Source: an optimization exercise on an open RTL-to-GDS flow (aim: small area, a short achievable clock period and few clock cycles per item). Production flows keep margins and buffers that such runs may drop. Only simulation tests tie the RTL to the original design; equivalence was not proved.

==> wip/lagoon: inputs <==
==> flow/design.v (excerpt) <==
module first_person_camera_pose #(
  parameter int CORDIC_STEPS = 16
) (
  input  logic                clk_i,
  input  logic                rst_ni,
  input  logic                cfg_we_i,
  input  logic [2:0]          cfg_addr_i,
  input  logic [15:0]         cfg_wdata_i,
  input  logic                in_valid_i,
  output logic                in_stall_o,
  input  logic [1:0]          req_type_i,
  input  logic [2:0]          direction_i,
  input  logic [15:0]         delta_time_i,
  input  logic signed [15:0]  x_offset_i,
  input  logic signed [15:0]  y_offset_i,
  input  logic                can_go_up_i,
  input  logic                can_go_down_i,
  input  logic signed [31:0]  set_pos_x_i,
  input  logic signed [31:0]  set_pos_y_i,
  input  logic signed [31:0]  set_pos_z_i,
  input  logic signed [24:0]  set_yaw_i,
  input  logic signed [23:0]  set_pitch_i,
  output logic                out_valid_o,
  input  logic                out_stall_i,
  output logic signed [31:0]  pos_x_o,
  output logic signed [31:0]  pos_y_o,
  output logic signed [31:0]  pos_z_o,
  output logic signed [15:0]  front_x_o,
  output logic signed [15:0]  front_y_o,
  output logic signed [15:0]  front_z_o,
  output logic signed [15:0]  right_x_o,
  output logic signed [15:0]  right_y_o,
  output logic signed [15:0]  right_z_o,
  output logic signed [15:0]  up_x_o,
  output logic signed [15:0]  up_y_o,
  output logic signed [15:0]  up_z_o
);
clock: 12.0 ns
lec_check: 0
cap_margin: 20
core_margin: 2
core_utilization: 40
setup_slack_margin: 5
slew_margin: 20
run.sh (not shown) runs the stock make flow with config.mk's settings and CLKGATE_MAP_FILE= SYNTH_SCRIPT=/design/flow/synth_recipe.tcl, a recipe that flattens the netlist after the stock synthesis.
==> wip/yarrow (differences from wip/lagoon) <==
--- a/flow/design.v
+++ b/flow/design.v
@@ -149,11 +149,11 @@
     csa = {cy, s};
   endfunction
   logic [NST-1:0] st_q, st_d;
   logic [4:0] cnt_q, cnt_d;
   logic [2:0] pup_q;
-  logic       ndec_q, z16_q, z8_q, big_q, s0_q, lcord_q, ldiv_q, lfin_q;
+  logic       ndec_q, big_q, s0_q, lcord_q, ldiv_q, lsq_q;
   logic [63:0] acc_d;
   logic [3:0] csh0_q, csh2_q;
   logic       whi_q, wlo_q, yhi_q, ylo_q, rdy_q, rdyw_q;
   logic signed [29:0] w_d;
   logic       out_valid_q;
@@ -168,10 +168,11 @@
   logic               cgu_q, cgd_q;
   logic [1:0]         msel_q;
   logic               msub_q;
   logic signed [15:0] mvx_q, mvz_q;
   logic [1:0]         tgt_q;
+  logic               mvok_q;
   logic               xsel_q, neg_q;
   logic [2:0]         sgn_q;
   logic signed [29:0] w_q;
   logic signed [29:0] atan_q;
   logic [30:0]        r_q;
@@ -185,13 +186,13 @@
   logic rdy, in_acc, commit;
   assign rdy        = rdy_q || (rdyw_q && !out_stall_i);
   assign in_acc     = in_valid_i && rdy;
   assign in_stall_o = !rdy;
   logic signed [63:0] acc_mac, acc_base;
-  logic signed [34:0] la [3], lb [3], lres [3];
+  logic signed [37:0] la [3], lb [3], lres [3];
   logic               lsub [3], lcin [3];
-  logic [35:0]        lsum [3];
+  logic [38:0]        lsum [3];
   logic [64:0]        acc_sum;
   logic [34:0]        pos_add;
   logic signed [23:0] pclamp;
   logic [36:0]        sq_x;
   logic [37:0]        sq_d1, sq_d2, sq_d3;
@@ -289,13 +290,13 @@
     end else if ((st_q[S_NSKIP] || (ndec && !any_big)) && skip_ok && skip8) begin
       acc_d = acc_q << 8;
     end else if (st_q[S_NSQRT]) begin
       acc_d = acc_q << 4;
     end else if (st_q[S_NDIV]) begin
-      acc_d[15:0]  = {acc_q[14:0],  !lres[0][34]};
-      acc_d[31:16] = {acc_q[30:16], !lres[1][34]};
-      acc_d[47:32] = {acc_q[46:32], !lres[2][34]};
+      acc_d[15:0]  = {acc_q[14:0],  !lres[0][37]};
+      acc_d[31:16] = {acc_q[30:16], !lres[1][37]};
+      acc_d[47:32] = {acc_q[46:32], !lres[2][37]};
     end
     acc_base = signed'(acc_q);
     case (c2_init)
       I_0:     acc_base = 64'sd0;
       I_8:     acc_base = 64'sd8;
@@ -309,75 +310,77 @@
     acc_mac = signed'(acc_sum[64:1]);
   end
   always_comb begin
     any_big  = big_q;
     cordic_d = !w_q[29];
-    skip16   = z16_q && (ndec || cnt_q <= 5'd8);
-    skip8    = z8_q && (ndec || cnt_q <= 5'd12);
+    skip16   = (acc_q[63:48] == '0) && (ndec || cnt_q <= 5'd8);
+    skip8    = (acc_q[63:56] == '0) && (ndec || cnt_q <= 5'd12);
     skip_ok  = 1'b1;
     ndec     = ndec_q;
     sq_x  = {rem_q[32:0], acc_q[63:60]};
-    sq_d1 = {1'b0, sq_x} - {4'b0000, r_q, 3'b001};
-    sq_d2 = {1'b0, sq_x} - {3'b000, r_q, 4'b0100};
-    sq_d3 = {1'b0, sq_x} - {2'b00, r3_q, 3'b001};
-    if (!sq_d3[37]) begin
-      sq_dig = 2'd3;
-      sq_rem = sq_d3[32:0];
-    end else if (!sq_d2[37]) begin
-      sq_dig = 2'd2;
-      sq_rem = sq_d2[32:0];
-    end else if (!sq_d1[37]) begin
-      sq_dig = 2'd1;
-      sq_rem = sq_d1[32:0];
-    end else begin
-      sq_dig = 2'd0;
-      sq_rem = sq_x[32:0];
-    end
-    r3_dn = ~((~r3_q) + 33'd1);    
-    r3_up = r3_q + 33'd1;
-    case (sq_dig)
-      2'd0:    r3_n = {r3_dn[30:0], 2'd1};
-      2'd1:    r3_n = {r3_q[30:0], 2'd0};
-      2'd2:    r3_n = {r3_q[30:0], 2'd3};
-      default: r3_n = {r3_up[30:0], 2'd2};
-    endcase
     nq[0] = acc_q[15:0];
     nq[1] = acc_q[31:16];
     nq[2] = acc_q[47:32];
     for (int k = 0; k < 3; k++) begin
-      la[k]   = 35'(p_q[k]);
-      lb[k]   = 35'(signed'({4'b0000, r_q}));
+      la[k]   = 38'(p_q[k]);
+      lb[k]   = 38'(signed'({4'b0000, r_q}));
       lsub[k] = 1'b1;
       lcin[k] = 1'b1;
       if (ldiv_q) begin
         lsub[k] = !p_q[k][33];
         lcin[k] = !p_q[k][33];
       end
-      if (!ldiv_q && !lcord_q && !lfin_q) begin
+      if (!ldiv_q && !lcord_q && !lsq_q) begin
         la[k] = '0;
-        lb[k] = 35'(p_q[k]);
+        lb[k] = 38'(p_q[k]);
       end
-      if (lfin_q) begin
-        la[k]   = 35'(signed'({sgn_q[k], nq[k][15:1] ^ {15{sgn_q[k]}}}));
-        lb[k]   = '0;
-        lsub[k] = 1'b0;
-        lcin[k] = nq[k][0] ^ sgn_q[k];
+      if (lsq_q) begin
+        la[k] = signed'({1'b0, sq_x});
+        case (k)
+          0:       lb[k] = signed'({4'b0000, r_q, 3'b001});
+          1:       lb[k] = signed'({3'b000, r_q, 4'b0100});
+          default: lb[k] = signed'({2'b00, r3_q, 3'b001});
+        endcase
       end
       if (lcord_q) begin
         if (k == 0) begin
-          lb[k]   = 35'(p_q[2] >>> csh0_q);
+          lb[k]   = 38'(p_q[2] >>> csh0_q);
           lsub[k] = cordic_d;
           lcin[k] = cordic_d;
         end else begin
-          lb[k]   = 35'(p_q[0] >>> csh2_q);
+          lb[k]   = 38'(p_q[0] >>> csh2_q);
           lsub[k] = !cordic_d;
           lcin[k] = !cordic_d;
         end
       end
-      lsum[k] = {la[k], 1'b1} + {lb[k] ^ {35{lsub[k]}}, lcin[k]};
-      lres[k] = lsum[k][35:1];
+      lsum[k] = {la[k], 1'b1} + {lb[k] ^ {38{lsub[k]}}, lcin[k]};
+      lres[k] = lsum[k][38:1];
     end
+    sq_d1 = lres[0];
+    sq_d2 = lres[1];
+    sq_d3 = lres[2];
+    if (!sq_d3[37]) begin
+      sq_dig = 2'd3;
+      sq_rem = sq_d3[32:0];
+    end else if (!sq_d2[37]) begin
+      sq_dig = 2'd2;
+      sq_rem = sq_d2[32:0];
+    end else if (!sq_d1[37]) begin
+      sq_dig = 2'd1;
+      sq_rem = sq_d1[32:0];
+    end else begin
+      sq_dig = 2'd0;
+      sq_rem = sq_x[32:0];
+    end
+    r3_dn = ~((~r3_q) + 33'd1);    
+    r3_up = r3_q + 33'd1;
+    case (sq_dig)
+      2'd0:    r3_n = {r3_dn[30:0], 2'd1};
+      2'd1:    r3_n = {r3_q[30:0], 2'd0};
+      2'd2:    r3_n = {r3_q[30:0], 2'd3};
+      default: r3_n = {r3_up[30:0], 2'd2};
+    endcase
     wa = w_q;
     wb = '0;
     if (st_q[S_LK3]) begin
       wa = 30'(pitch_q);
       wb = acc_q[33:4];
@@ -574,11 +577,11 @@
     if (st_q[S_MV1]) st_d[S_MV2] = 1'b1;
     if (st_q[S_MV2]) st_d[S_MV3] = 1'b1;
     if (st_q[S_MV3]) begin
       cnt_d = '0;
       case (dir_q)
-        3'd0, 3'd1: st_d[S_NSQ] = 1'b1;
+        3'd0, 3'd1: if (mvok_q) st_d[S_APPLY] = 1'b1; else st_d[S_NSQ] = 1'b1;
         3'd2, 3'd3: st_d[S_APPLY] = 1'b1;
         3'd4:       if (fly_q && cgu_q) st_d[S_APPLY] = 1'b1; else commit = 1'b1;
         3'd5:       if (fly_q && cgd_q) st_d[S_APPLY] = 1'b1; else commit = 1'b1;
         default:    commit = 1'b1;
       endcase
@@ -618,10 +621,11 @@
       cnt_d = '0;
       if (!(big30(p_q[0]) || big30(p_q[1]) || big30(p_q[2]))) st_d[S_NSQ] = 1'b1;
       else st_d[S_NH] = 1'b1;
     end
     if (st_q[S_NSQ] && !ndec) st_d[S_NSQ] = 1'b1;
+    if (st_q[S_NSQ] && cnt_q == 5'd2 && tgt_q == T_HF) cnt_d = 5'd6;
     if (ndec) begin
       cnt_d = '0;
       if (any_big) begin
         st_d[S_NH] = 1'b1;
       end else if (s0_q) begin
@@ -674,15 +678,18 @@
   end
   always_ff @(posedge clk_i or negedge rst_ni) begin
     if (!rst_ni) begin
       st_q        <= NST'(1);
       out_valid_q <= 1'b0;
+      mvok_q      <= 1'b0;
       rdy_q       <= 1'b1;
       rdyw_q      <= 1'b0;
     end else begin
       st_q        <= st_d;
       out_valid_q <= commit || (out_valid_q && out_stall_i);
+      if (st_q[S_NFIN] && tgt_q == T_HF) mvok_q <= 1'b1;
+      if (st_q[S_NFIN] && tgt_q == T_F)  mvok_q <= 1'b0;
       rdy_q       <= st_d[S_IDLE] && !commit && !(out_valid_q && out_stall_i);
       rdyw_q      <= st_d[S_IDLE] && (commit || (out_valid_q && out_stall_i));
     end
   end
   always_ff @(posedge clk_i or negedge rst_ni) begin
@@ -703,11 +710,13 @@
       endcase
     end
   end
   logic signed [15:0] res16 [3];
   always_comb begin
-    for (int k = 0; k < 3; k++) res16[k] = lres[k][15:0];
+    for (int k = 0; k < 3; k++) begin
+      res16[k] = signed'({sgn_q[k], nq[k][15:1] ^ {15{sgn_q[k]}}}) + 16'(nq[k][0] ^ sgn_q[k]);
+    end
   end
   always_ff @(posedge clk_i or negedge rst_ni) begin
     if (!rst_ni) begin
       posx_q  <= '0;
       posy_q  <= '0;
@@ -753,19 +762,17 @@
     pup_q[0] <= st_d[S_APPLY] && (cnt_d == 5'd4);
     pup_q[1] <= st_d[S_APPLY] && (cnt_d == 5'd6);
     pup_q[2] <= st_d[S_APPLY] && (cnt_d == 5'd8);
     atan_q <= atan_deg(cnt_d[3:0]);
     acc_q   <= acc_d;
-    z16_q   <= (acc_d[63:48] == '0);
-    z8_q    <= (acc_d[63:56] == '0);
     s0_q    <= (p_q[0] == '0) && (p_q[1] == '0) && (p_q[2] == '0);
     big_q   <= big30(p_q[0]) || big30(p_q[1]) || big30(p_q[2]);
     ndec_q  <= (st_d[S_NSQ] && cnt_d == 5'd11) || (st_d[S_FRONT] && cnt_d == 5'd19) ||
                (st_d[S_CROSS] && cnt_d == 5'd17);
     lcord_q <= st_d[S_CORP] || st_d[S_CORY];
     ldiv_q  <= st_d[S_NDIV];
-    lfin_q  <= st_d[S_NFIN];
+    lsq_q   <= st_d[S_NSQRT];
     if (st_q[S_IDLE]) begin
       dir_q  <= direction_i;
       cgu_q  <= can_go_up_i;
       cgd_q  <= can_go_down_i;
       p_q[0] <= 34'(set_pos_x_i);
==> flow/flow/run.sh (new file) <==
#!/bin/bash
# Standard layout (the standard.sh: standard synthesis, floorplan, place, CTS, route),
# with the timing repair aiming for a larger setup slack than the default.
set -euo pipefail
bash standard.sh SETUP_SLACK_MARGIN=6.5 finish > standard_flow.log 2>&1
==> flow/standard.sh (new file) <==
#!/bin/bash
# synth_recipe.tcl (not shown) runs the flow's synth.tcl, then flattens the netlist and writes it again
# the make line also repeats each setting of config.mk as NAME=value (left out here)
make -C /OpenROAD-flow-scripts/flow DESIGN_CONFIG=/design/flow/config.mk WORK_HOME=/design/flow/orfs CLKGATE_MAP_FILE= SYNTH_SCRIPT=/design/flow/synth_recipe.tcl "${@:-finish}"
- SETUP_SLACK_MARGIN: 5 -> unset
removed: flow/run.sh
==> wip/delta (differences from wip/lagoon) <==
--- a/flow/design.v
+++ b/flow/design.v
@@ -149,11 +149,11 @@
     csa = {cy, s};
   endfunction
   logic [NST-1:0] st_q, st_d;
   logic [4:0] cnt_q, cnt_d;
   logic [2:0] pup_q;
-  logic       ndec_q, z16_q, z8_q, big_q, s0_q, lcord_q, ldiv_q, lfin_q;
+  logic       ndec_q, big_q, s0_q, ldiv_q, lsq_q;
   logic [63:0] acc_d;
   logic [3:0] csh0_q, csh2_q;
   logic       whi_q, wlo_q, yhi_q, ylo_q, rdy_q, rdyw_q;
   logic signed [29:0] w_d;
   logic       out_valid_q;
@@ -168,10 +168,11 @@
   logic               cgu_q, cgd_q;
   logic [1:0]         msel_q;
   logic               msub_q;
   logic signed [15:0] mvx_q, mvz_q;
   logic [1:0]         tgt_q;
+  logic               mvok_q;
   logic               xsel_q, neg_q;
   logic [2:0]         sgn_q;
   logic signed [29:0] w_q;
   logic signed [29:0] atan_q;
   logic [30:0]        r_q;
@@ -185,13 +186,13 @@
   logic rdy, in_acc, commit;
   assign rdy        = rdy_q || (rdyw_q && !out_stall_i);
   assign in_acc     = in_valid_i && rdy;
   assign in_stall_o = !rdy;
   logic signed [63:0] acc_mac, acc_base;
-  logic signed [34:0] la [3], lb [3], lres [3];
+  logic signed [37:0] la [3], lb [3], lres [3];
   logic               lsub [3], lcin [3];
-  logic [35:0]        lsum [3];
+  logic [38:0]        lsum [3];
   logic [64:0]        acc_sum;
   logic [34:0]        pos_add;
   logic signed [23:0] pclamp;
   logic [36:0]        sq_x;
   logic [37:0]        sq_d1, sq_d2, sq_d3;
@@ -202,10 +203,12 @@
   logic signed [33:0] pos_sum;
   logic signed [31:0] pos_cur;
   logic signed [33:0] mv;
   logic               any_big;
   logic               cordic_d;
+  logic [34:0]        cx_sum, cy_sum;
+  logic signed [33:0] xsh, ysh;
   logic signed [15:0] mk;
   logic signed [33:0] fsrc;
   logic [15:0]        nq [3];
   logic [63:0]        ms_d, mc_d;
   logic               skip16, skip8, ndec, skip_ok;
@@ -289,13 +292,13 @@
     end else if ((st_q[S_NSKIP] || (ndec && !any_big)) && skip_ok && skip8) begin
       acc_d = acc_q << 8;
     end else if (st_q[S_NSQRT]) begin
       acc_d = acc_q << 4;
     end else if (st_q[S_NDIV]) begin
-      acc_d[15:0]  = {acc_q[14:0],  !lres[0][34]};
-      acc_d[31:16] = {acc_q[30:16], !lres[1][34]};
-      acc_d[47:32] = {acc_q[46:32], !lres[2][34]};
+      acc_d[15:0]  = {acc_q[14:0],  !lres[0][37]};
+      acc_d[31:16] = {acc_q[30:16], !lres[1][37]};
+      acc_d[47:32] = {acc_q[46:32], !lres[2][37]};
     end
     acc_base = signed'(acc_q);
     case (c2_init)
       I_0:     acc_base = 64'sd0;
       I_8:     acc_base = 64'sd8;
@@ -309,18 +312,49 @@
     acc_mac = signed'(acc_sum[64:1]);
   end
   always_comb begin
     any_big  = big_q;
     cordic_d = !w_q[29];
-    skip16   = z16_q && (ndec || cnt_q <= 5'd8);
-    skip8    = z8_q && (ndec || cnt_q <= 5'd12);
+    ysh    = p_q[2] >>> csh0_q;
+    xsh    = p_q[0] >>> csh2_q;
+    cx_sum = {p_q[0], 1'b1} + {ysh ^ {34{cordic_d}}, cordic_d};
+    cy_sum = {p_q[2], 1'b1} + {xsh ^ {34{!cordic_d}}, !cordic_d};
+    skip16   = (acc_q[63:48] == '0) && (ndec || cnt_q <= 5'd8);
+    skip8    = (acc_q[63:56] == '0) && (ndec || cnt_q <= 5'd12);
     skip_ok  = 1'b1;
     ndec     = ndec_q;
     sq_x  = {rem_q[32:0], acc_q[63:60]};
-    sq_d1 = {1'b0, sq_x} - {4'b0000, r_q, 3'b001};
-    sq_d2 = {1'b0, sq_x} - {3'b000, r_q, 4'b0100};
-    sq_d3 = {1'b0, sq_x} - {2'b00, r3_q, 3'b001};
+    nq[0] = acc_q[15:0];
+    nq[1] = acc_q[31:16];
+    nq[2] = acc_q[47:32];
+    for (int k = 0; k < 3; k++) begin
+      la[k]   = 38'(p_q[k]);
+      lb[k]   = 38'(signed'({4'b0000, r_q}));
+      lsub[k] = 1'b1;
+      lcin[k] = 1'b1;
+      if (ldiv_q) begin
+        lsub[k] = !p_q[k][33];
+        lcin[k] = !p_q[k][33];
+      end
+      if (!ldiv_q && !lsq_q) begin
+        la[k] = '0;
+        lb[k] = 38'(p_q[k]);
+      end
+      if (lsq_q) begin
+        la[k] = signed'({1'b0, sq_x});
+        case (k)
+          0:       lb[k] = signed'({4'b0000, r_q, 3'b001});
+          1:       lb[k] = signed'({3'b000, r_q, 4'b0100});
+          default: lb[k] = signed'({2'b00, r3_q, 3'b001});
+        endcase
+      end
+      lsum[k] = {la[k], 1'b1} + {lb[k] ^ {38{lsub[k]}}, lcin[k]};
+      lres[k] = lsum[k][38:1];
+    end
+    sq_d1 = lres[0];
+    sq_d2 = lres[1];
+    sq_d3 = lres[2];
     if (!sq_d3[37]) begin
       sq_dig = 2'd3;
       sq_rem = sq_d3[32:0];
     end else if (!sq_d2[37]) begin
       sq_dig = 2'd2;
@@ -338,46 +372,10 @@
       2'd0:    r3_n = {r3_dn[30:0], 2'd1};
       2'd1:    r3_n = {r3_q[30:0], 2'd0};
       2'd2:    r3_n = {r3_q[30:0], 2'd3};
       default: r3_n = {r3_up[30:0], 2'd2};
     endcase
-    nq[0] = acc_q[15:0];
-    nq[1] = acc_q[31:16];
-    nq[2] = acc_q[47:32];
-    for (int k = 0; k < 3; k++) begin
-      la[k]   = 35'(p_q[k]);
-      lb[k]   = 35'(signed'({4'b0000, r_q}));
-      lsub[k] = 1'b1;
-      lcin[k] = 1'b1;
-      if (ldiv_q) begin
-        lsub[k] = !p_q[k][33];
-        lcin[k] = !p_q[k][33];
-      end
-      if (!ldiv_q && !lcord_q && !lfin_q) begin
-        la[k] = '0;
-        lb[k] = 35'(p_q[k]);
-      end
-      if (lfin_q) begin
-        la[k]   = 35'(signed'({sgn_q[k], nq[k][15:1] ^ {15{sgn_q[k]}}}));
-        lb[k]   = '0;
-        lsub[k] = 1'b0;
-        lcin[k] = nq[k][0] ^ sgn_q[k];
-      end
-      if (lcord_q) begin
-        if (k == 0) begin
-          lb[k]   = 35'(p_q[2] >>> csh0_q);
-          lsub[k] = cordic_d;
-          lcin[k] = cordic_d;
-        end else begin
-          lb[k]   = 35'(p_q[0] >>> csh2_q);
-          lsub[k] = !cordic_d;
-          lcin[k] = !cordic_d;
-        end
-      end
-      lsum[k] = {la[k], 1'b1} + {lb[k] ^ {35{lsub[k]}}, lcin[k]};
-      lres[k] = lsum[k][35:1];
-    end
     wa = w_q;
     wb = '0;
     if (st_q[S_LK3]) begin
       wa = 30'(pitch_q);
       wb = acc_q[33:4];
@@ -574,11 +572,11 @@
     if (st_q[S_MV1]) st_d[S_MV2] = 1'b1;
     if (st_q[S_MV2]) st_d[S_MV3] = 1'b1;
     if (st_q[S_MV3]) begin
       cnt_d = '0;
       case (dir_q)
-        3'd0, 3'd1: st_d[S_NSQ] = 1'b1;
+        3'd0, 3'd1: if (mvok_q) st_d[S_APPLY] = 1'b1; else st_d[S_NSQ] = 1'b1;
         3'd2, 3'd3: st_d[S_APPLY] = 1'b1;
         3'd4:       if (fly_q && cgu_q) st_d[S_APPLY] = 1'b1; else commit = 1'b1;
         3'd5:       if (fly_q && cgd_q) st_d[S_APPLY] = 1'b1; else commit = 1'b1;
         default:    commit = 1'b1;
       endcase
@@ -618,10 +616,11 @@
       cnt_d = '0;
       if (!(big30(p_q[0]) || big30(p_q[1]) || big30(p_q[2]))) st_d[S_NSQ] = 1'b1;
       else st_d[S_NH] = 1'b1;
     end
     if (st_q[S_NSQ] && !ndec) st_d[S_NSQ] = 1'b1;
+    if (st_q[S_NSQ] && cnt_q == 5'd2 && tgt_q == T_HF) cnt_d = 5'd6;
     if (ndec) begin
       cnt_d = '0;
       if (any_big) begin
         st_d[S_NH] = 1'b1;
       end else if (s0_q) begin
@@ -674,15 +673,18 @@
   end
   always_ff @(posedge clk_i or negedge rst_ni) begin
     if (!rst_ni) begin
       st_q        <= NST'(1);
       out_valid_q <= 1'b0;
+      mvok_q      <= 1'b0;
       rdy_q       <= 1'b1;
       rdyw_q      <= 1'b0;
     end else begin
       st_q        <= st_d;
       out_valid_q <= commit || (out_valid_q && out_stall_i);
+      if (st_q[S_NFIN] && tgt_q == T_HF) mvok_q <= 1'b1;
+      if (st_q[S_NFIN] && tgt_q == T_F)  mvok_q <= 1'b0;
       rdy_q       <= st_d[S_IDLE] && !commit && !(out_valid_q && out_stall_i);
       rdyw_q      <= st_d[S_IDLE] && (commit || (out_valid_q && out_stall_i));
     end
   end
   always_ff @(posedge clk_i or negedge rst_ni) begin
@@ -703,11 +705,13 @@
       endcase
     end
   end
   logic signed [15:0] res16 [3];
   always_comb begin
-    for (int k = 0; k < 3; k++) res16[k] = lres[k][15:0];
+    for (int k = 0; k < 3; k++) begin
+      res16[k] = signed'({sgn_q[k], nq[k][15:1] ^ {15{sgn_q[k]}}}) + 16'(nq[k][0] ^ sgn_q[k]);
+    end
   end
   always_ff @(posedge clk_i or negedge rst_ni) begin
     if (!rst_ni) begin
       posx_q  <= '0;
       posy_q  <= '0;
@@ -753,19 +757,16 @@
     pup_q[0] <= st_d[S_APPLY] && (cnt_d == 5'd4);
     pup_q[1] <= st_d[S_APPLY] && (cnt_d == 5'd6);
     pup_q[2] <= st_d[S_APPLY] && (cnt_d == 5'd8);
     atan_q <= atan_deg(cnt_d[3:0]);
     acc_q   <= acc_d;
-    z16_q   <= (acc_d[63:48] == '0);
-    z8_q    <= (acc_d[63:56] == '0);
     s0_q    <= (p_q[0] == '0) && (p_q[1] == '0) && (p_q[2] == '0);
     big_q   <= big30(p_q[0]) || big30(p_q[1]) || big30(p_q[2]);
     ndec_q  <= (st_d[S_NSQ] && cnt_d == 5'd11) || (st_d[S_FRONT] && cnt_d == 5'd19) ||
                (st_d[S_CROSS] && cnt_d == 5'd17);
-    lcord_q <= st_d[S_CORP] || st_d[S_CORY];
     ldiv_q  <= st_d[S_NDIV];
-    lfin_q  <= st_d[S_NFIN];
+    lsq_q   <= st_d[S_NSQRT];
     if (st_q[S_IDLE]) begin
       dir_q  <= direction_i;
       cgu_q  <= can_go_up_i;
       cgd_q  <= can_go_down_i;
       p_q[0] <= 34'(set_pos_x_i);
@@ -786,12 +787,12 @@
         p_q[0] <= CORDIC_GAIN;
         p_q[2] <= '0;
       end
     end
     if (st_q[S_CORP] || st_q[S_CORY]) begin
-      p_q[0] <= lres[0][33:0];
-      p_q[2] <= lres[2][33:0];
+      p_q[0] <= cx_sum[34:1];
+      p_q[2] <= cy_sum[34:1];
     end
     if (st_q[S_CORPX]) begin
       neg_q  <= yhi_q || ylo_q;
       rem_q  <= p_q[0];
       p_q[1] <= p_q[2];
==> flow/flow/run.sh (new file) <==
#!/bin/bash
# Standard layout (the standard.sh: standard synthesis, floorplan, place, CTS, route),
# with the timing repair aiming for a larger setup slack than the default.
set -euo pipefail
bash standard.sh SETUP_SLACK_MARGIN=7.0 finish > standard_flow.log 2>&1
==> flow/standard.sh (new file) <==
#!/bin/bash
# synth_recipe.tcl (not shown) runs the flow's synth.tcl, then flattens the netlist and writes it again
# the make line also repeats each setting of config.mk as NAME=value (left out here)
make -C /OpenROAD-flow-scripts/flow DESIGN_CONFIG=/design/flow/config.mk WORK_HOME=/design/flow/orfs CLKGATE_MAP_FILE= SYNTH_SCRIPT=/design/flow/synth_recipe.tcl "${@:-finish}"
- SETUP_SLACK_MARGIN: 5 -> unset
removed: flow/run.sh
==> comparison table <==
Result of the run: wip/lagoon no timing/DRC/antenna violations; wip/delta no timing/DRC/antenna violations; wip/yarrow no timing/DRC/antenna violations
Filler cell count in the final layout: wip/lagoon 21680; wip/delta 21750; wip/yarrow 20770
GR Util met2: wip/lagoon 66.95%; wip/delta 60.13%; wip/yarrow 67.03%
Met1 routed wirelength after detailed routing: wip/lagoon 192600 um; wip/delta 206400 um; wip/yarrow 203300 um
Critical path buffers and inverters: wip/lagoon 4; wip/delta 2; wip/yarrow 2
Chip Height: wip/lagoon 473.8 um; wip/delta 479.4 um; wip/yarrow 466.4 um
Vias after detailed routing: wip/lagoon 94800; wip/delta 101200; wip/yarrow 93770
Synth top area share: wip/lagoon 10.72%; wip/delta 10.49%; wip/yarrow 11.09%
Cell with the largest stage delay on the worst path: wip/lagoon sky130_fd_sc_hd__o41ai_1; wip/delta sky130_fd_sc_hd__clkdlybuf4s50_1; wip/yarrow sky130_fd_sc_hd__a31oi_4
Wire per inst: wip/lagoon 38.33 um; wip/delta 38.75 um; wip/yarrow 40.35 um
Number of instances in the placed design: wip/lagoon 13740; wip/delta 13960; wip/yarrow 13250
Worst Path Arrival: wip/lagoon 7440 ps; wip/delta 5980 ps; wip/yarrow 6620 ps
Post-layout util: wip/lagoon 46.06%; wip/delta 47.68%; wip/yarrow 48.21%
Worst Setup EP: wip/lagoon p_q[2][33]; wip/delta ma_q[5]; wip/yarrow p_q[2][24]
Detailed router's first-iteration violation count: wip/lagoon 13770; wip/delta 18180; wip/yarrow 15140
Fraction of the mapped netlist area in simple logic gates: wip/lagoon 15.67%; wip/delta 15.79%; wip/yarrow 15.60%
TAP cells: wip/lagoon 2871; wip/delta 2992; wip/yarrow 2821
Row cnt: wip/lagoon 172; wip/delta 174; wip/yarrow 169
Global-route wire length before repair: wip/lagoon 729000 um; wip/delta 747500 um; wip/yarrow 733600 um
Setup slack after placement: wip/lagoon 5519 ps; wip/delta 5207 ps; wip/yarrow 5255 ps
Testbench counts of wip/lagoon, summed over its fixed seeds: cycles 252,385, items 2,400.
Testbench counts of wip/yarrow, summed over its fixed seeds: cycles 248,165, items 2,400.
Testbench counts of wip/delta, summed over its fixed seeds: cycles 248,165, items 2,400.

[separate check: timing with driven ports]
No port has a modelled driver above. Below, the same layouts with a new extraction and two added sets of constraints. Step 1, drivers: a clkbuf_16 drives clk_i and a buf_2 each remaining input, both assumed. Step 2 times the ports against the registers' clock, not the clock port: input delays grow and output delays shrink by t, the midpoint of the rising clock arrivals with the driver on. Three values: no drivers, after step 1, after step 2; two values: the first two.
run	t (ns)	setup slack, ns	clock arrival spread, ns	worst slew at a driven data input, ns	pins driven straight from the clock port
wip/lagoon	0.901	5.255 / 5.255 / 5.255	0.104 / 0.104	0.16	1
wip/yarrow	0.954	6.151 / 6.151 / 6.119	0.132 / 0.132	0.13	1
wip/delta	0.932	6.716 / 6.752 / 5.865	0.119 / 0.120	0.17	1
After both steps every run listed still meets setup and hold. The setup slack of wip/delta, which loses most, moves by +0.036 ns with the drivers and by -0.851 ns with both steps.
